Context: an optimization exercise on an open-source flow, tuned for small area, a short achievable clock period and few clock cycles per item. The choices shown serve that exercise and are no tape-out recipe. No run shown here included a check of the RTL's function; only the layout flow was run.

`flow/run.sh`:
```
#!/bin/bash
# Own layout flow: the standard flow (standard.sh), with
#  - synthesis as standard.sh does it, except for the ABC mapping script
#    (flow/abc.script) used for the logic between the registers;
#  - the ORFS knobs in flow/knobs.txt added to the layout's make call.
# Registers, their names and cells are the standard synthesis's: the
# flip-flops are mapped before ABC runs and ABC does not touch them.
# Each tool's full output goes to a log file of its own in this folder.
set -euo pipefail
here=$(pwd)
fdir=$here/flow

# synthesis script: synth_recipe.tcl with ORFS's synth.tcl swapped for a copy
# whose abc call uses flow/abc.script.
sed "s#^  log_cmd abc {\*}\$abc_args#  set abc_args [lreplace \$abc_args 1 1 $fdir/abc.script]\n  log_cmd abc {*}\$abc_args#" \
  "$FLOW_HOME/scripts/synth.tcl" > "$here/own_synth.tcl"
grep -q "abc.script" "$here/own_synth.tcl"
sed "s#\$::env(SCRIPTS_DIR)/synth.tcl#$here/own_synth.tcl#" "$here/synth_recipe.tcl" > "$here/own_synth_recipe.tcl"
grep -q "own_synth.tcl" "$here/own_synth_recipe.tcl"

knobs=()
if [[ -f $fdir/knobs.txt ]]; then
  while IFS= read -r line; do
    [[ -n "$line" && "$line" != \#* ]] && knobs+=("$line")
  done < "$fdir/knobs.txt"
fi

bash standard.sh "SYNTH_SCRIPT=$here/own_synth_recipe.tcl" synth > "$here/synth.log" 2>&1
bash standard.sh "SYNTH_SCRIPT=$here/own_synth_recipe.tcl" "${knobs[@]}" finish > "$here/layout.log" 2>&1
test -f "$here/out/final.def"
```
`flow/abc.script`:
```
strash
dch
map -B 0.9
topo
stime -c
buffer -c
upsize -c
dnsize -c
```
`flow/knobs.txt`:
```
BUFFER_PORTS_ARGS=-buffer_cell sky130_fd_sc_hd__buf_1
```
`standard.sh`:
```
#!/bin/bash
# synth_recipe.tcl (not shown) runs the flow's synth.tcl, then flattens the netlist and writes it again
# the make line also repeats each setting of config.mk as NAME=value (left out here)
make -C /OpenROAD-flow-scripts/flow DESIGN_CONFIG=/design/flow/config.mk WORK_HOME=/design/flow/orfs CLKGATE_MAP_FILE= SYNTH_SCRIPT=/design/flow/synth_recipe.tcl "${@:-finish}"
```
`config.mk`:
```
export PLATFORM = sky130hd
export DESIGN_NAME = sm4Core
export DESIGN_NICKNAME = sm4Core
export VERILOG_FILES = /design/flow/design.v
export SDC_FILE = /design/flow/constraint.sdc
export NUM_CORES = 8
export LEC_CHECK = 0
export CAP_MARGIN = 20
export CORE_MARGIN = 2
export CORE_UTILIZATION = 60
export SETUP_SLACK_MARGIN = 5
export SLEW_MARGIN = 20
export TNS_END_PERCENT = 0
```
`constraint.sdc`:
```
create_clock -name core_clock -period 11.0 [get_ports {clk}]
set_input_delay 2.2000 -clock core_clock [delete_from_list [all_inputs] [get_ports {clk}]]
set_output_delay 2.2000 -clock core_clock [all_outputs]
set_load 0.01 [all_outputs]
```
`design.v`:
```
`default_nettype none
package sm4TablesPkg;
  function automatic logic [1:0] gf4Mul(input logic [1:0] a, input logic [1:0] b);
    logic hh, ll, mm;
    hh = a[1] & b[1];
    ll = a[0] & b[0];
    mm = (a[1] ^ a[0]) & (b[1] ^ b[0]);
    gf4Mul = {mm ^ ll, hh ^ ll};
  endfunction
  function automatic logic [3:0] gf16Mul(input logic [3:0] a, input logic [3:0] b, input logic [1:0] nu);
    logic [1:0] hh, ll, mm;
    hh = gf4Mul(a[3:2], b[3:2]);
    ll = gf4Mul(a[1:0], b[1:0]);
    mm = gf4Mul(a[3:2] ^ a[1:0], b[3:2] ^ b[1:0]);
    gf16Mul = {mm ^ ll, gf4Mul(hh, nu) ^ ll};
  endfunction
  function automatic logic [3:0] gf16Inv3(input logic [3:0] a);
    case (a)
      4'd0: gf16Inv3 = 4'd0;
      4'd1: gf16Inv3 = 4'd1;
      4'd2: gf16Inv3 = 4'd3;
      4'd3: gf16Inv3 = 4'd2;
      4'd4: gf16Inv3 = 4'd10;
      4'd5: gf16Inv3 = 4'd8;
      4'd6: gf16Inv3 = 4'd14;
      4'd7: gf16Inv3 = 4'd13;
      4'd8: gf16Inv3 = 4'd5;
      4'd9: gf16Inv3 = 4'd11;
      4'd10: gf16Inv3 = 4'd4;
      4'd11: gf16Inv3 = 4'd9;
      4'd12: gf16Inv3 = 4'd15;
      4'd13: gf16Inv3 = 4'd7;
      4'd14: gf16Inv3 = 4'd6;
      4'd15: gf16Inv3 = 4'd12;
      default: gf16Inv3 = 4'd0;
    endcase
  endfunction
  function automatic logic [7:0] sbox(input logic [7:0] x);
    logic [7:0] t;
    logic [7:0] v;
    logic [3:0] ah, al, d, di;
    t[0] = x[0] ^ x[3] ^ 1'b1;
    t[1] = x[1] ^ x[2] ^ x[3] ^ x[4] ^ x[5] ^ x[6] ^ x[7];
    t[2] = x[0] ^ x[1] ^ x[2] ^ x[4] ^ x[5] ^ x[6] ^ 1'b1;
    t[3] = x[0] ^ x[1] ^ x[2] ^ x[5] ^ 1'b1;
    t[4] = x[2] ^ x[3] ^ x[5] ^ x[7];
    t[5] = x[2] ^ x[6] ^ x[7];
    t[6] = x[2] ^ x[7] ^ 1'b1;
    t[7] = x[0] ^ x[1] ^ x[2] ^ x[3] ^ x[4] ^ x[5] ^ x[6] ^ 1'b1;
    ah = t[7:4];
    al = t[3:0];
    d  = gf16Mul(ah, ah, 2'd3) ;
    d  = gf16Mul(d, 4'd10, 2'd3) ^ gf16Mul(ah, al, 2'd3) ^ gf16Mul(al, al, 2'd3);
    di = gf16Inv3(d);
    v  = {gf16Mul(ah, di, 2'd3), gf16Mul(ah ^ al, di, 2'd3)};
    sbox[0] = v[0] ^ v[3] ^ v[7] ^ 1'b1;
    sbox[1] = v[0] ^ v[2] ^ v[3] ^ v[6] ^ v[7] ^ 1'b1;
    sbox[2] = v[1] ^ v[5] ^ v[7];
    sbox[3] = v[0] ^ v[2] ^ v[3] ^ v[4] ^ v[7];
    sbox[4] = v[1] ^ v[2] ^ v[3] ^ v[5] ^ v[7] ^ 1'b1;
    sbox[5] = v[1] ^ v[2] ^ v[3] ^ v[6];
    sbox[6] = v[0] ^ v[1] ^ v[3] ^ v[6] ^ 1'b1;
    sbox[7] = v[0] ^ v[1] ^ v[2] ^ v[4] ^ v[6] ^ 1'b1;
  endfunction
  function automatic logic [31:0] ck(input logic [4:0] i);
    case (i)
      5'd0: ck = 32'h00070e15;
      5'd1: ck = 32'h1c232a31;
      5'd2: ck = 32'h383f464d;
      5'd3: ck = 32'h545b6269;
      5'd4: ck = 32'h70777e85;
      5'd5: ck = 32'h8c939aa1;
      5'd6: ck = 32'ha8afb6bd;
      5'd7: ck = 32'hc4cbd2d9;
      5'd8: ck = 32'he0e7eef5;
      5'd9: ck = 32'hfc030a11;
      5'd10: ck = 32'h181f262d;
      5'd11: ck = 32'h343b4249;
      5'd12: ck = 32'h50575e65;
      5'd13: ck = 32'h6c737a81;
      5'd14: ck = 32'h888f969d;
      5'd15: ck = 32'ha4abb2b9;
      5'd16: ck = 32'hc0c7ced5;
      5'd17: ck = 32'hdce3eaf1;
      5'd18: ck = 32'hf8ff060d;
      5'd19: ck = 32'h141b2229;
      5'd20: ck = 32'h30373e45;
      5'd21: ck = 32'h4c535a61;
      5'd22: ck = 32'h686f767d;
      5'd23: ck = 32'h848b9299;
      5'd24: ck = 32'ha0a7aeb5;
      5'd25: ck = 32'hbcc3cad1;
      5'd26: ck = 32'hd8dfe6ed;
      5'd27: ck = 32'hf4fb0209;
      5'd28: ck = 32'h10171e25;
      5'd29: ck = 32'h2c333a41;
      5'd30: ck = 32'h484f565d;
      5'd31: ck = 32'h646b7279;
      default: ck = 32'h0;
    endcase
  endfunction
  localparam logic [127:0] FK = {
    32'ha3b1bac6,
    32'h56aa3350,
    32'h677d9197,
    32'hb27022dc
  };
  function automatic logic [31:0] rotl(input logic [31:0] w, input int unsigned n);
    rotl = (w << n) | (w >> (32 - n));
  endfunction
  function automatic logic [31:0] tauSub(input logic [31:0] a);
    tauSub = {sbox(a[31:24]), sbox(a[23:16]), sbox(a[15:8]), sbox(a[7:0])};
  endfunction
  function automatic logic [31:0] dataT(input logic [31:0] x);
    logic [31:0] b;
    b = tauSub(x);
    dataT = b ^ rotl(b, 2) ^ rotl(b, 10) ^ rotl(b, 18) ^ rotl(b, 24);
  endfunction
  function automatic logic [31:0] keyT(input logic [31:0] x);
    logic [31:0] b;
    b = tauSub(x);
    keyT = b ^ rotl(b, 13) ^ rotl(b, 23);
  endfunction
endpackage
`default_nettype wire
`default_nettype none
package sm4CorePkg;
  localparam int WORD_W  = 32;
  localparam int BLOCK_W = 128;
  localparam int ROUNDS  = 32;
  localparam int ROUND_W = 5;
endpackage
`default_nettype wire
`default_nettype none
import sm4CorePkg::*;
module sm4Core (
  input  wire logic                             clk,
  input  wire logic                             rst_n,
  input  wire logic                             start,
  input  wire logic                             decrypt,
  input  wire logic [sm4CorePkg::BLOCK_W-1:0]   key,
  input  wire logic [sm4CorePkg::BLOCK_W-1:0]   textIn,
  output logic [sm4CorePkg::BLOCK_W-1:0]        textOut,
  output logic                                  done
);
  localparam logic [ROUND_W-1:0] CNT_LAST = ROUND_W'(ROUNDS - 1);
  logic               busy;
  logic               spec;
  logic               hitR;
  logic               rounds;
  logic               decMode;
  logic               valid;
  logic [ROUND_W-1:0] cnt;
  logic [ROUND_W-1:0] cntNext;
  logic               accept;
  logic               missNow;
  logic               lastRound;
  logic               toRounds;
  logic               keyBack;
  logic               dataRound;
  logic               saveEnd;
  logic               keyBackNext;
  logic [BLOCK_W-1:0] keyIn;
  logic [BLOCK_W-1:0] kw;
  logic [BLOCK_W-1:0] ko;
  assign keyIn     = key ^ sm4TablesPkg::FK;
  assign accept    = start && !busy;
  assign missNow   = spec && !hitR;
  assign lastRound = busy && rounds && !spec && (cnt == '0);
  assign toRounds  = busy && !rounds && (!decMode || cnt == CNT_LAST);
  always_comb
  begin
    if (accept)
      cntNext = decrypt ? CNT_LAST : ROUND_W'(1);
    else if (!busy || lastRound || missNow)
      cntNext = '0;
    else if (rounds ? decMode : (decMode && cnt == CNT_LAST))
      cntNext = rounds ? cnt - 1'b1 : cnt;
    else
      cntNext = cnt + 1'b1;
  end
  assign keyBackNext = accept ? decrypt
                              : (busy && !lastRound && !missNow && decMode && (rounds || toRounds));
  always_ff @(posedge clk or negedge rst_n)
  begin
    if (!rst_n)
    begin
      busy      <= 1'b0;
      spec      <= 1'b0;
      hitR      <= 1'b0;
      rounds    <= 1'b0;
      decMode   <= 1'b0;
      valid     <= 1'b0;
      cnt       <= '0;
      done      <= 1'b0;
      keyBack   <= 1'b0;
      dataRound <= 1'b0;
    end
    else
    begin
      done <= lastRound;
      cnt  <= cntNext;
      spec <= accept;
      hitR <= valid && (keyIn == kw);
      keyBack   <= keyBackNext;
      dataRound <= accept || (busy && !lastRound && !missNow && (rounds || toRounds));
      if (accept)
      begin
        busy    <= 1'b1;
        rounds  <= 1'b1;
        decMode <= decrypt;
      end
      else
      begin
        if (lastRound)
        begin
          busy  <= 1'b0;
          valid <= 1'b1;
        end
        if (missNow)
          rounds <= 1'b0;
        else if (toRounds)
          rounds <= 1'b1;
      end
    end
  end
  logic [WORD_W-1:0] k0, k1, k2, k3;
  logic [WORD_W-1:0] tk;
  logic [WORD_W-1:0] e0, e1, e2, e3;
  logic              stepFwd;
  logic              stepBack;
  logic              encEnd;
  logic [WORD_W-1:0] z;
  assign {k0, k1, k2, k3} = kw;
  assign tk = sm4TablesPkg::keyT(z);
  assign encEnd   = lastRound && !decMode;
  assign stepFwd  = (accept && !decrypt) || (busy && !keyBack && !encEnd && !missNow);
  assign stepBack = busy && keyBack && !missNow;
  always_comb
  begin
    if ((accept && decrypt) || missNow || encEnd)
      {e0, e1, e2, e3} = ko;
    else if (stepFwd)
      {e0, e1, e2, e3} = {k1, k2, k3, k0};
    else if (stepBack)
      {e0, e1, e2, e3} = {k3, k0, k1, k2};
    else
      {e0, e1, e2, e3} = kw;
  end
  always_ff @(posedge clk)
    kw <= {(tk & {WORD_W{stepBack}}) ^ e0, e1, e2, (tk & {WORD_W{stepFwd}}) ^ e3};
  always_ff @(posedge clk)
    z <= (tk & {WORD_W{keyBackNext ? stepBack : stepFwd}}) ^
         (e1 ^ e2 ^ (keyBackNext ? e0 : e3) ^ sm4TablesPkg::ck(cntNext));
  assign saveEnd = busy && !missNow && (decMode ? (rounds && cnt == CNT_LAST)
                                                : (!rounds || cnt == '0));
  always_ff @(posedge clk)
  begin
    if (accept)
      ko <= keyIn;
    else if (saveEnd)
      ko <= kw;
  end
  logic [WORD_W-1:0] x0, x1, x2, x3;
  logic [WORD_W-1:0] ex0, ex1, ex2, ex3;
  logic [WORD_W-1:0] y;
  logic [WORD_W-1:0] ty;
  logic              dataStep;
  assign dataStep = dataRound && !missNow;
  assign ty = sm4TablesPkg::dataT(y);
  always_comb
  begin
    if (accept)
      {ex0, ex1, ex2, ex3} = textIn;
    else if (dataStep)
      {ex0, ex1, ex2, ex3} = {x1, x2, x3, x0};
    else
      {ex0, ex1, ex2, ex3} = {x0, x1, x2, x3};
  end
  always_ff @(posedge clk)
  begin
    {x0, x1, x2} <= {ex0, ex1, ex2};
    x3 <= (ty & {WORD_W{dataStep}}) ^ ex3;
    y  <= (ty & {WORD_W{dataStep}}) ^ (tk & {WORD_W{stepFwd}}) ^ (ex1 ^ ex2 ^ ex3 ^ e3);
  end
  assign textOut = {x3, x2, x1, x0};
endmodule
`default_nettype wire
```
==> out/metrics.cfg, run 1 <==
[status]
status=no timing/DRC/antenna violations

[timing]
setup-tns-final_ns=0
slew_viol_final=0
finClkSkew_ns=0.0319
post-route-min-period_ns=5.97
worstMarginPinSlew_ns=1.25
finalCritPeriodShare_pct=54.3
setup_viol=0
rsz0062_at_grt=true
finalHoldViolCount=0
fmax_ghz=0.167
max_slew_margin_pct=15.8

[clocking]
cts_inserted_buffers=49
holdBufCountCts=0
cts_tree=yes
clk_latency_ns=0.63
cts_buffer_depth=3
clkSinkCount=462
cts_max_level=2
cts_root_buffer=clkbuf_16
clkTransAtPathRegs_ns=0.07

[global_route]
first_global_vias=44300
use_met3_pct=10.7
grt_overflow=0
grt_pass1_wl_um=256000
grt_use_met2_pct=64.4
grt_util_met1_pct=54.9
track_usage_pct=42.9
grt_max_degree=198
antenna_found_initial=4
busiest_layer=met2

[logic_synthesis]
syn_area_sq_um=44400
ys_warn_count=1
yosysSeqAreaShare_pct=24.6
async_reset_ff_share_pct=3.03
synth_most_common_cell=nand2_1
syn-num-nets=7584
synth_xor_area_share_pct=11.8
synth-main-ff-cell=dfxtp_1
ys_types=66
muxShareOfSynthArea_pct=0.0225
synthTopCellsByCount=nand2_1, nand3_1, inv_1
synthAdderAreaFrac_pct=1.55
synth_area_per_cell_sq_um=6.11
synth-simple-area-share_pct=43.2
synth-compound-area-share_pct=10.9
synth_top_cell_area_share_pct=23.4
synth_edf_count=160
synth_top_family_by_area=simple AND/OR/NAND/NOR gates
yosys-top-cells-area=nand2_1, dfxtp_1, edfxtp_1
syn_inst=7269
yosysTopAreaCell=nand2_1
ys_ff_latch=462

[routing]
first_iter_violations=6193
routed_wl_um=171000
num_vias=50200
ant_nets=0
detail_route.wl_per_cell_um=20.0
drc_errors=0
dr.pass1.iters=7
vias_per_cell=5.88

[final_layout]
drive_above_1_share_pct=9.67
syn_to_final_growth_pct=9.92
fill_cells=6872
post-route-util_pct=66.8
stdcell_area_sq_um=48800
layout.nets=7854
fin_cells=8540

[setup_path]
reg2reg_setup_slack_ns=5.27
critPathCapture=y[28]
cp_cell_sequence=buf_1 > nand2_8 > buf_4 > buf_12 > nor2_1 > a31oi_1 > xnor2_1 > xnor2_1 > xor2_1 > inv_1 > nand2_1 > nand2_1
slowest_delay_ns=0.79
reg2reg_to=kw[108]
r2r_start=z[21]
cp.required_ns=11.50
cp.arrival_ns=6.47
r2r_cells=48
crit_type=input port to flip-flop
cpMaxStageDelayCell=xor2_1
critPathMaxFanout=196
cp-start-kind=input port
crit_start=start
endpoint_kind=flip-flop

[floorplanning]
die_area_sq_um=76300
ioPinCount=389
initial_core_util_pct=60.8
core_sq_um=73100
fp.dieH_um=276
die_w_um=276
num_rows=99

[placed_design]
dp.cells=8428
numPortBuffers=388
dpl_cell_area_sq_um=46500
gp_congestion=1.07
dp_hpwl_um=135000

[min_path]
hold_class=flip-flop to flip-flop

[flow_run]
drv_cap=0

cell families after synthesis:
| family | Yosys count |
|---|---|
| simple gates | 4430 |
| buf+inv | 915 |
| compound gates | 850 |
| xor+xnor | 556 |
| flops | 462 |
| fa+ha+maj | 55 |
| mux | 1 |
sequential cells by signal, summed over array words and instances (netlist names), 5 cells and up:
register,flops
ko,128
kw,128
x0,32
x1,32
x2,32
x3,32
y,32
z,32
cnt,5
stage by stage:
step / hold slack (ns) / worst slack [ns]
floorplan: 0.440 / 5.69
global placement: 0.463 / 4.45
detailed placement: 0.458 / 4.42
CTS: 0.480 / 4.86
global route: 0.497 / 4.83
finish: 0.479 / 5.03
cell type report:
type / instances / area [sq um] / area share [%]
Sequential cell: 462 / 11000 / 22.5
Timing Repair Buffer: 430 / 1830 / 3.76
Clock inverter: 26 / 193 / 0.394
Antenna cell: 2 / 5.00 / 0.0102
Clock buffer: 65 / 1410 / 2.88
Inverter: 704 / 2660 / 5.45
Tap cell: 959 / 1200 / 2.46
Multi-Input combinational cell: 5892 / 30500 / 62.5
critical path, delay by kind of cell:
family	cells	cell delay [ns]
simple gates	4	0.67
xor+xnor	3	1.63
buf+inv	4	1.35
compound gates	1	0.26
worst min path at each step:
stage	from	endpoint	slack, ns	depth (start not counted)
2_1_floorplan	valid	valid	0.44	1
3_3_place_gp	valid	valid	0.46	1
3_5_place_dp	valid	valid	0.46	1
4_1_cts	valid	valid	0.48	1
5_1_grt	valid	valid	0.50	1
6_report	valid	valid	0.48	1
cell usage in the layout (no fill, tap or decap), drive strengths merged, types with 3 or more instances in the layout:
master,netlist,routed
o2111ai,5,5
a221oi,19,19
o31ai,14,14
clkinvlp,0,3
nand2,3015,3015
a31oi,67,67
nor2,431,431
a22oi,5,5
a2111oi,3,3
edfxtp,160,160
xnor2,232,232
xnor3,5,5
or2,19,19
nand4,51,51
o21ai,452,452
clkinv,2,23
ha,55,55
a21oi,126,126
dfrtp,14,14
o21a,3,3
xor2,319,319
buf,63,430
o221ai,3,3
clkbuf,148,65
o22ai,50,50
nand3,856,856
dfxtp,288,288
nor4,13,13
nand3b,34,34
nor3,6,6
o211ai,91,91
inv,702,703
o311ai,3,3
routing by layer:
metal | part of all wire [%] | wire, um | up-vias
li1 | - | - | 24000
met4 | 7.8 | 13400 | 2
met5 | 0.0088 | 15 | -
met1 | 39 | 66000 | 22900
met3 | 12 | 20600 | 569
met2 | 42 | 71200 | 2731
timing repair:
| action | CTS | global route |
|---|---|---|
| gates resized for setup | 5 | 159 |
| pin swaps | 0 | 13 |
| buffers inserted | 0 | 19 |
| hold endpoints to repair | 0 | 0 |
| gates cloned | 0 | 0 |
| setup endpoints to repair | 36 | 160 |
==> run 2: changes to the inputs <==
==> flow/knobs.txt (replaced) <==
BUFFER_PORTS_ARGS=-buffer_cell sky130_fd_sc_hd__buf_1
SETUP_SLACK_MARGIN=5.5
==> out/metrics.cfg, run 2 <==
[status]
status=no timing/DRC/antenna violations

[global_route]
grt_pass1_wl_um=258000
track_usage_pct=43.1
grt_overflow=0
first_global_vias=44600
grt_max_degree=198
antenna_found_initial=6

[clocking]
clkTransAtPathRegs_ns=0.06
cts_inserted_buffers=49
holdBufCountCts=0
cts_tree=yes
clkSinkCount=462
cts_max_level=2
clk_latency_ns=0.62
cts_buffer_depth=3
cts_root_buffer=clkbuf_16

[floorplanning]
die_area_sq_um=76300
fp.dieH_um=276
die_w_um=276
num_rows=99
initial_core_util_pct=60.8
core_sq_um=73100
ioPinCount=389

[logic_synthesis]
yosys-top-cells-area=nand2_1, dfxtp_1, edfxtp_1
synth_edf_count=160
async_reset_ff_share_pct=3.03
yosysTopAreaCell=nand2_1
yosysSeqAreaShare_pct=24.6
synth_most_common_cell=nand2_1
ys_warn_count=1
synth_area_per_cell_sq_um=6.11
syn_inst=7269
synth-main-ff-cell=dfxtp_1
synth_top_cell_area_share_pct=23.4
syn-num-nets=7584
syn_area_sq_um=44400
ys_ff_latch=462
ys_types=66
synthTopCellsByCount=nand2_1, nand3_1, inv_1

[final_layout]
layout_commonest_cell=nand2_1
mostFrequentLayoutCells=nand2_1, nand3_1, inv_1, o21ai_0, nor2_1
stdcell_area_sq_um=51100
reg_top3=ko: 128 flops, kw: 128 flops
seq_area_sq_um=11100
drive_above_1_share_pct=14.7
multi_input_area_sq_um=32200
fill_cells=6587
syn_to_final_growth_pct=15.0
layout.nets=7919

[timing]
setup_viol=0
finalCritPeriodShare_pct=51.9
setup-tns-final_ns=0
fmax_ghz=0.175
max_slew_margin_pct=8.00
rsz0062_at_grt=true
post-route-min-period_ns=5.71
worstMarginPinSlew_ns=1.37
finClkSkew_ns=0.0262
finalHoldViolCount=0
slew_viol_final=0

[routing]
dr.pass1.iters=6
num_vias=51400
ant_nets=0
drc_errors=0
vias_per_cell=5.97
routed_wl_um=177000
first_iter_violations=6285
detail_route.wl_per_cell_um=20.5

[placed_design]
gp_congestion=1.07
dp_hpwl_um=135000
numPortBuffers=388
dpl_cell_area_sq_um=46500

[min_path]
hold_class=flip-flop to flip-flop

[setup_path]
crit_type=input port to flip-flop
endpoint_kind=flip-flop
cp.required_ns=11.48
critPathMaxFanout=42
cp.arrival_ns=6.19
cp-start-kind=input port

[flow_run]
drv_cap=0

## run 2: cell count changes in the layout (fill, tap and decap cells not counted), sizes merged
cell	change
buf	+62
nand2	+1
diode	+2
clkbuf	+2
## run 2: path summary, 6_finish.rpt
| path | from | to | slack (ns) | cells after the start |
|---|---|---|---|---|
| max in group asynchronous | rst_n | cnt[1] | 8.60 | 1 |
| min reg2reg | valid | valid | 0.48 | 1 |
| max | start | z[28] | 5.29 | 10 |
| min | valid | valid | 0.48 | 1 |
| min in group asynchronous | rst_n | valid | 1.74 | 1 |
| max reg2reg | z[12] | y[14] | 5.54 | 39 |
## run 2: kinds of logic (layout without fill, tap and decap cells)
group / count (synthesis) / in the layout / synth area share [%]
AOI/OAI and AO/OA: 850 / 850 / 10.9
xor gates and xnor gates: 556 / 556 / 11.8
adders and majority gates: 55 / 55 / 1.55
buffers and inverters: 915 / 1289 / 7.91
DFF: 462 / 462 / 24.6
muxes: 1 / 1 / 0.0225
other: 0 / 4 / 0
and+or+nand+nor: 4430 / 4431 / 43.2
## run 2: through the flow
stage / std cells / worst slack [ns] / hold WS (ns) / utilization (%)
floorplan: 7269 / 5.69 / 0.440 / -
global placement: 8428 / 4.45 / 0.463 / 63.6
detailed placement: 8428 / 4.42 / 0.458 / 63.6
CTS: 8528 / 5.39 / 0.480 / 66.5
global route: 8604 / 5.20 / 0.497 / 69.9
finish: 8607 / 5.29 / 0.479 / 69.9
## run 2: layout make-up
| class | count | share of cell area (%) |
|---|---|---|
| clock inverter | 26 | 0.377 |
| sequential | 462 | 21.7 |
| tap | 959 | 2.35 |
| timing repair buffer | 494 | 4.58 |
| clock buffer | 65 | 2.76 |
| inverter | 704 | 5.20 |
| multi-input combinational | 5893 | 63.0 |
| antenna | 4 | 0.0196 |
## run 2: critical path, cell delays in order
cell	delay [ns]
buf_1	0.38
nand2_8	0.34
inv_4	0.32
nand2_1	0.18
o21ai_1	0.57
inv_1	0.34
ha_1	0.33
o21ai_0	1.06
xnor2_1	0.22
xor2_1	0.22
## run 2: what timing repair did
action                     in CTS  in global routing
cloned                          0                  2
gates resized for setup       124                490
setup endpoints to repair     141                160
pin swaps                      18                130
setup buffers                   9                 73
## run 2: routing by layer
metal	up-vias	track usage [%]	share of wire [%]	wire, um
li1	24100	-	-	-
met1	23500	55.5	37	65900
met3	655	10.2	13	22500
met2	3133	64.6	42	73800
met5	-	0	0.030	53
met4	8	28.6	8.1	14400
==> run 3: changes to the inputs <==
--- a/design.v
+++ b/design.v
@@ -16,21 +16,21 @@
   endfunction
-  function automatic logic [3:0] gf16Inv3(input logic [3:0] a);
+  function automatic logic [3:0] gf16Inv2(input logic [3:0] a);
     case (a)
-      4'd0: gf16Inv3 = 4'd0;
-      4'd1: gf16Inv3 = 4'd1;
-      4'd2: gf16Inv3 = 4'd3;
-      4'd3: gf16Inv3 = 4'd2;
-      4'd4: gf16Inv3 = 4'd10;
-      4'd5: gf16Inv3 = 4'd8;
-      4'd6: gf16Inv3 = 4'd14;
-      4'd7: gf16Inv3 = 4'd13;
-      4'd8: gf16Inv3 = 4'd5;
-      4'd9: gf16Inv3 = 4'd11;
-      4'd10: gf16Inv3 = 4'd4;
-      4'd11: gf16Inv3 = 4'd9;
-      4'd12: gf16Inv3 = 4'd15;
-      4'd13: gf16Inv3 = 4'd7;
-      4'd14: gf16Inv3 = 4'd6;
-      4'd15: gf16Inv3 = 4'd12;
-      default: gf16Inv3 = 4'd0;
+      4'd0: gf16Inv2 = 4'd0;
+      4'd1: gf16Inv2 = 4'd1;
+      4'd2: gf16Inv2 = 4'd3;
+      4'd3: gf16Inv2 = 4'd2;
+      4'd4: gf16Inv2 = 4'd15;
+      4'd5: gf16Inv2 = 4'd12;
+      4'd6: gf16Inv2 = 4'd9;
+      4'd7: gf16Inv2 = 4'd11;
+      4'd8: gf16Inv2 = 4'd10;
+      4'd9: gf16Inv2 = 4'd6;
+      4'd10: gf16Inv2 = 4'd8;
+      4'd11: gf16Inv2 = 4'd7;
+      4'd12: gf16Inv2 = 4'd5;
+      4'd13: gf16Inv2 = 4'd14;
+      4'd14: gf16Inv2 = 4'd13;
+      4'd15: gf16Inv2 = 4'd4;
+      default: gf16Inv2 = 4'd0;
     endcase
@@ -41,8 +41,8 @@
     logic [3:0] ah, al, d, di;
-    t[0] = x[0] ^ x[3] ^ 1'b1;
-    t[1] = x[1] ^ x[2] ^ x[3] ^ x[4] ^ x[5] ^ x[6] ^ x[7];
-    t[2] = x[0] ^ x[1] ^ x[2] ^ x[4] ^ x[5] ^ x[6] ^ 1'b1;
-    t[3] = x[0] ^ x[1] ^ x[2] ^ x[5] ^ 1'b1;
-    t[4] = x[2] ^ x[3] ^ x[5] ^ x[7];
-    t[5] = x[2] ^ x[6] ^ x[7];
+    t[0] = x[1] ^ x[2] ^ x[5];
+    t[1] = x[1] ^ x[4] ^ x[5] ^ x[6] ^ 1'b1;
+    t[2] = x[2] ^ x[5] ^ x[7];
+    t[3] = x[3] ^ x[4] ^ 1'b1;
+    t[4] = x[0] ^ x[1] ^ x[2] ^ x[4] ^ x[6];
+    t[5] = x[6] ^ 1'b1;
     t[6] = x[2] ^ x[7] ^ 1'b1;
@@ -51,14 +51,14 @@
     al = t[3:0];
-    d  = gf16Mul(ah, ah, 2'd3) ;
-    d  = gf16Mul(d, 4'd10, 2'd3) ^ gf16Mul(ah, al, 2'd3) ^ gf16Mul(al, al, 2'd3);
-    di = gf16Inv3(d);
-    v  = {gf16Mul(ah, di, 2'd3), gf16Mul(ah ^ al, di, 2'd3)};
-    sbox[0] = v[0] ^ v[3] ^ v[7] ^ 1'b1;
-    sbox[1] = v[0] ^ v[2] ^ v[3] ^ v[6] ^ v[7] ^ 1'b1;
-    sbox[2] = v[1] ^ v[5] ^ v[7];
-    sbox[3] = v[0] ^ v[2] ^ v[3] ^ v[4] ^ v[7];
-    sbox[4] = v[1] ^ v[2] ^ v[3] ^ v[5] ^ v[7] ^ 1'b1;
-    sbox[5] = v[1] ^ v[2] ^ v[3] ^ v[6];
-    sbox[6] = v[0] ^ v[1] ^ v[3] ^ v[6] ^ 1'b1;
-    sbox[7] = v[0] ^ v[1] ^ v[2] ^ v[4] ^ v[6] ^ 1'b1;
+    d  = gf16Mul(ah, ah, 2'd2) ;
+    d  = gf16Mul(d, 4'd9, 2'd2) ^ gf16Mul(ah, al, 2'd2) ^ gf16Mul(al, al, 2'd2);
+    di = gf16Inv2(d);
+    v  = {gf16Mul(ah, di, 2'd2), gf16Mul(ah ^ al, di, 2'd2)};
+    sbox[0] = v[0] ^ v[2] ^ v[4] ^ v[6] ^ 1'b1;
+    sbox[1] = v[0] ^ v[6] ^ 1'b1;
+    sbox[2] = v[1] ^ v[2] ^ v[4] ^ v[5] ^ v[6];
+    sbox[3] = v[0] ^ v[4] ^ v[6] ^ v[7];
+    sbox[4] = v[1] ^ v[3] ^ v[7] ^ 1'b1;
+    sbox[5] = v[1] ^ v[3] ^ v[5];
+    sbox[6] = v[0] ^ v[1] ^ 1'b1;
+    sbox[7] = v[0] ^ v[1] ^ v[2] ^ v[3] ^ v[5] ^ 1'b1;
   endfunction
@@ -181,4 +181,3 @@
   end
-  assign keyBackNext = accept ? decrypt
-                              : (busy && !lastRound && !missNow && decMode && (rounds || toRounds));
+  assign keyBackNext = accept ? decrypt : backNext;
   always_ff @(posedge clk or negedge rst_n)
@@ -226,4 +225,9 @@
   end
+  localparam logic [WORD_W-1:0] CK1  = 32'h1c232a31;
+  localparam logic [WORD_W-1:0] CK31 = 32'h646b7279;
   logic [WORD_W-1:0] k0, k1, k2, k3;
+  logic [WORD_W-1:0] o0, o1, o2, o3;
+  logic [WORD_W-1:0] t0, t1, t2, t3;
   logic [WORD_W-1:0] tk;
+  logic [WORD_W-1:0] z;
   logic [WORD_W-1:0] e0, e1, e2, e3;
@@ -232,11 +236,24 @@
   logic              encEnd;
-  logic [WORD_W-1:0] z;
+  logic              backNext;
+  logic [ROUND_W-1:0] cntBusy;
   assign {k0, k1, k2, k3} = kw;
+  assign {o0, o1, o2, o3} = ko;
+  assign {t0, t1, t2, t3} = textIn;
   assign tk = sm4TablesPkg::keyT(z);
   assign encEnd   = lastRound && !decMode;
-  assign stepFwd  = (accept && !decrypt) || (busy && !keyBack && !encEnd && !missNow);
+  assign stepFwd  = busy && !keyBack && !encEnd && !missNow;
   assign stepBack = busy && keyBack && !missNow;
+  assign backNext = busy && !lastRound && !missNow && decMode && (rounds || toRounds);
+  always_comb
+  begin
+    if (!busy || lastRound || missNow)
+      cntBusy = '0;
+    else if (rounds ? decMode : (decMode && cnt == CNT_LAST))
+      cntBusy = rounds ? cnt - 1'b1 : cnt;
+    else
+      cntBusy = cnt + 1'b1;
+  end
   always_comb
   begin
-    if ((accept && decrypt) || missNow || encEnd)
+    if (missNow || encEnd)
       {e0, e1, e2, e3} = ko;
@@ -250,6 +267,16 @@
   always_ff @(posedge clk)
-    kw <= {(tk & {WORD_W{stepBack}}) ^ e0, e1, e2, (tk & {WORD_W{stepFwd}}) ^ e3};
+  begin
+    if (accept)
+      kw <= decrypt ? ko : {k1, k2, k3, (tk & {WORD_W{!decrypt}}) ^ k0};
+    else
+      kw <= {(tk & {WORD_W{stepBack}}) ^ e0, e1, e2, (tk & {WORD_W{stepFwd}}) ^ e3};
+  end
+  logic [WORD_W-1:0] ezBusy;
+  logic [WORD_W-1:0] ezStart;
+  logic              gz;
+  assign ezBusy  = e1 ^ e2 ^ (backNext ? e0 : e3) ^ sm4TablesPkg::ck(cntBusy);
+  assign ezStart = decrypt ? (o0 ^ o1 ^ o2 ^ CK31) : (k0 ^ k2 ^ k3 ^ CK1);
+  assign gz      = accept ? !decrypt : (backNext ? stepBack : stepFwd);
   always_ff @(posedge clk)
-    z <= (tk & {WORD_W{keyBackNext ? stepBack : stepFwd}}) ^
-         (e1 ^ e2 ^ (keyBackNext ? e0 : e3) ^ sm4TablesPkg::ck(cntNext));
+    z <= (tk & {WORD_W{gz}}) ^ (accept ? ezStart : ezBusy);
   assign saveEnd = busy && !missNow && (decMode ? (rounds && cnt == CNT_LAST)
@@ -267,2 +294,4 @@
   logic [WORD_W-1:0] ty;
+  logic [WORD_W-1:0] eyBusy;
+  logic [WORD_W-1:0] eyStart;
   logic              dataStep;
@@ -272,5 +301,3 @@
   begin
-    if (accept)
-      {ex0, ex1, ex2, ex3} = textIn;
-    else if (dataStep)
+    if (dataStep)
       {ex0, ex1, ex2, ex3} = {x1, x2, x3, x0};
@@ -279,7 +306,14 @@
   end
+  assign eyBusy  = ex1 ^ ex2 ^ ex3 ^ e3;
+  assign eyStart = t1 ^ t2 ^ t3 ^ (decrypt ? o3 : k0);
   always_ff @(posedge clk)
   begin
-    {x0, x1, x2} <= {ex0, ex1, ex2};
-    x3 <= (ty & {WORD_W{dataStep}}) ^ ex3;
-    y  <= (ty & {WORD_W{dataStep}}) ^ (tk & {WORD_W{stepFwd}}) ^ (ex1 ^ ex2 ^ ex3 ^ e3);
+    if (accept)
+      {x0, x1, x2} <= {t0, t1, t2};
+    else
+      {x0, x1, x2} <= {ex0, ex1, ex2};
+    x3 <= (ty & {WORD_W{dataStep && !accept}}) ^ (accept ? t3 : ex3);
+    y  <= (ty & {WORD_W{dataStep && !accept}}) ^
+          (tk & {WORD_W{accept ? !decrypt : stepFwd}}) ^
+          (accept ? eyStart : eyBusy);
   end
==> flow/knobs.txt (replaced) <==
BUFFER_PORTS_ARGS=-buffer_cell sky130_fd_sc_hd__buf_1
==> out/metrics.cfg, run 3 <==
[floorplanning]
die_w_um=293
num_rows=106
initial_core_util_pct=60.3
die_area_sq_um=86100
ioPinCount=389
core_sq_um=83300
fp.dieH_um=293

[logic_synthesis]
ys_ff_latch=462
synth-main-ff-cell=dfxtp_1
ys_types=58
synth_edf_count=160
yosysTopAreaCell=nand2_1
synth_top_cell_area_share_pct=23.0
synth_area_per_cell_sq_um=5.97
yosys-top-cells-area=nand2_1, dfxtp_1, edfxtp_1
synth_most_common_cell=nand2_1
async_reset_ff_share_pct=3.03
syn_inst=8418
synthTopCellsByCount=nand2_1, nand3_1, inv_1
yosysSeqAreaShare_pct=21.7
ys_warn_count=1
syn_area_sq_um=50200
syn-num-nets=8769

[timing]
finClkSkew_ns=0.0224
slew_viol_final=0
max_slew_margin_pct=13.3
worstMarginPinSlew_ns=1.29
setup_viol=0
fmax_ghz=0.171
finalCritPeriodShare_pct=53.1
finalHoldViolCount=0
setup-tns-final_ns=0
rsz0062_at_grt=true
post-route-min-period_ns=5.85

[clocking]
holdBufCountCts=0
clkSinkCount=462
cts_root_buffer=clkbuf_16
cts_buffer_depth=3
cts_tree=yes
cts_max_level=2
clk_latency_ns=0.67
cts_inserted_buffers=56
clkTransAtPathRegs_ns=0.06

[setup_path]
slowest_delay_ns=0.58
critPathMaxFanout=126
cp_cell_sequence=inv_1 > ha_1 > nand3_1 > nor2_1 > inv_1 > nor2_1 > inv_1 > nor3_1 > inv_1 > nor2_1 > nor3_2 > buf_4 > inv_8 > buf_6 > o211ai_1 > o211ai_1 > o21ai_0 > o21ai_0 > xor2_1 > xor2_1 > nor2_1 > a31oi_1 > xnor2_2
cpMaxStageDelayCell=inv_8
cp-start-kind=flip-flop
cp.required_ns=11.50
endpoint_kind=flip-flop
crit_type=flip-flop to flip-flop
cp.arrival_ns=6.35

[routing]
num_vias=59400
routed_wl_um=209000
ant_nets=0
vias_per_cell=6.09
first_iter_violations=8693
detail_route.wl_per_cell_um=21.5
dr.pass1.iters=10
drc_errors=0

[final_layout]
reg_top3=ko: 128 flops, kw: 128 flops
layout_commonest_cell=nand2_1
seq_area_sq_um=11000
drive_above_1_share_pct=7.86
fill_cells=7923
syn_to_final_growth_pct=9.76
multi_input_area_sq_um=35800
mostFrequentLayoutCells=nand2_1, nand3_1, inv_1, o21ai_0, buf_1
layout.nets=8964

[global_route]
first_global_vias=51400
track_usage_pct=46.3
antenna_found_initial=15
grt_overflow=0
grt_pass1_wl_um=306000
grt_max_degree=186

[flow_run]
drv_cap=0

[placed_design]
dp_hpwl_um=163000
gp_congestion=1.06
numPortBuffers=388

[min_path]
hold_class=flip-flop to flip-flop

[status]
status=no timing/DRC/antenna violations

==> run 3: cells by family after synthesis <==
group                      synth area share [%]
AOI/OAI and AO/OA                          15.4
xor gates and xnor gates                   10.6
DFF                                        21.7
adders and majority gates                  2.27
muxes                                     0.658
buffers and inverters                      8.89
and+or+nand+nor                            40.4
==> run 3: cell type report <==
class                           count  share of cell area (%)
Clock inverter                     24                   0.429
Tap cell                         1080                    2.45
Inverter                          864                    5.96
Sequential cell                   462                    19.9
Timing Repair Buffer              447                    3.57
Clock buffer                       80                    2.83
Multi-Input combinational cell   6782                    64.8
Antenna cell                        9                  0.0408
==> run 3: repair_timing <==
action / 4_1_cts / 5_1_grt
gates resized for setup: 3 / 204
pin swaps: 0 / 20
setup buffers: 0 / 17
setup endpoints to repair: 13 / 159
==> run 3: worst paths after layout <==
path	startpoint	endpoint	slack, ns	cells after the start
worst max-delay path	cnt[0]	z[6]	5.15	23
worst min-delay path	spec	done	0.48	1
worst max register to register	cnt[0]	z[6]	5.15	23
worst min register to register	spec	done	0.48	1
max in group asynchronous	rst_n	cnt[2]	8.87	1
min in group asynchronous	rst_n	rounds	1.61	1
==> run 3: per-stage QoR <==
step           utilization [%]  cell area, sq um  cells  worst slack [ns]  hold WS [ns]
5_1_grt                   66.2             55100   9741              4.82         0.505
3_5_place_dp              62.8             52300   9618              4.61         0.469
6_report                  66.2             55100   9748              5.15         0.479
4_1_cts                   65.0             54100   9722              4.83         0.481
3_3_place_gp              62.8             52300   9618              4.76         0.448
2_1_floorplan                -             50200   8418              5.80         0.422
==> run 3: worst max-delay path, delay by kind of cell (launching register included) <==
kind                       cells  cell delay, ns
AOI/OAI and AO/OA              5            1.58
xor gates and xnor gates       3            0.66
adders and majority gates      1            0.18
buffers and inverters          7            1.79
DFF                            1            0.41
and+or+nand+nor                7            0.98
==> run 3: routing by layer <==
metal	track usage (%)	part of all wire [%]
met1	59.7	37
met5	0	0.044
met4	31.6	8.4
met2	66.9	40
met3	12.9	14

==> what the ideal ports hide <==
The flow's constraints put no driver on any port. The routed layouts listed below were extracted and timed again, unchanged, in two steps. Step 1 (the two cells are an assumption about what drives the block):
set clk [get_ports {clk}]
set_driving_cell -lib_cell sky130_fd_sc_hd__clkbuf_16 $clk
set_driving_cell -lib_cell sky130_fd_sc_hd__buf_2 [delete_from_list [all_inputs] $clk]
Step 2 also shifts input and output timing later by t, the mid clock arrival at the registers, as if the neighbouring blocks saw the same clock. Three values: ideal ports, drivers, drivers and shift; two values: the first two.
run | t, ns | setup slack, ns | hold slack, ns | worst slew at a driven data input, ns | cell pins on the clock port's net
run 1 | 0.676 | 5.028 / 5.008 / 4.332 | 0.479 / 0.479 / 0.479 | 0.12 | 1
run 2 | 0.675 | 5.288 / 5.237 / 4.562 | 0.479 / 0.479 / 0.479 | 0.12 | 1
run 3 | 0.731 | 5.154 / 5.154 / 4.902 | 0.479 / 0.479 / 0.479 | 0.16 | 1
After both steps setup and hold are still met in every run listed. For run 2, which loses most, drivers alone change the setup slack by -0.051 ns; drivers and shift together by -0.726 ns.
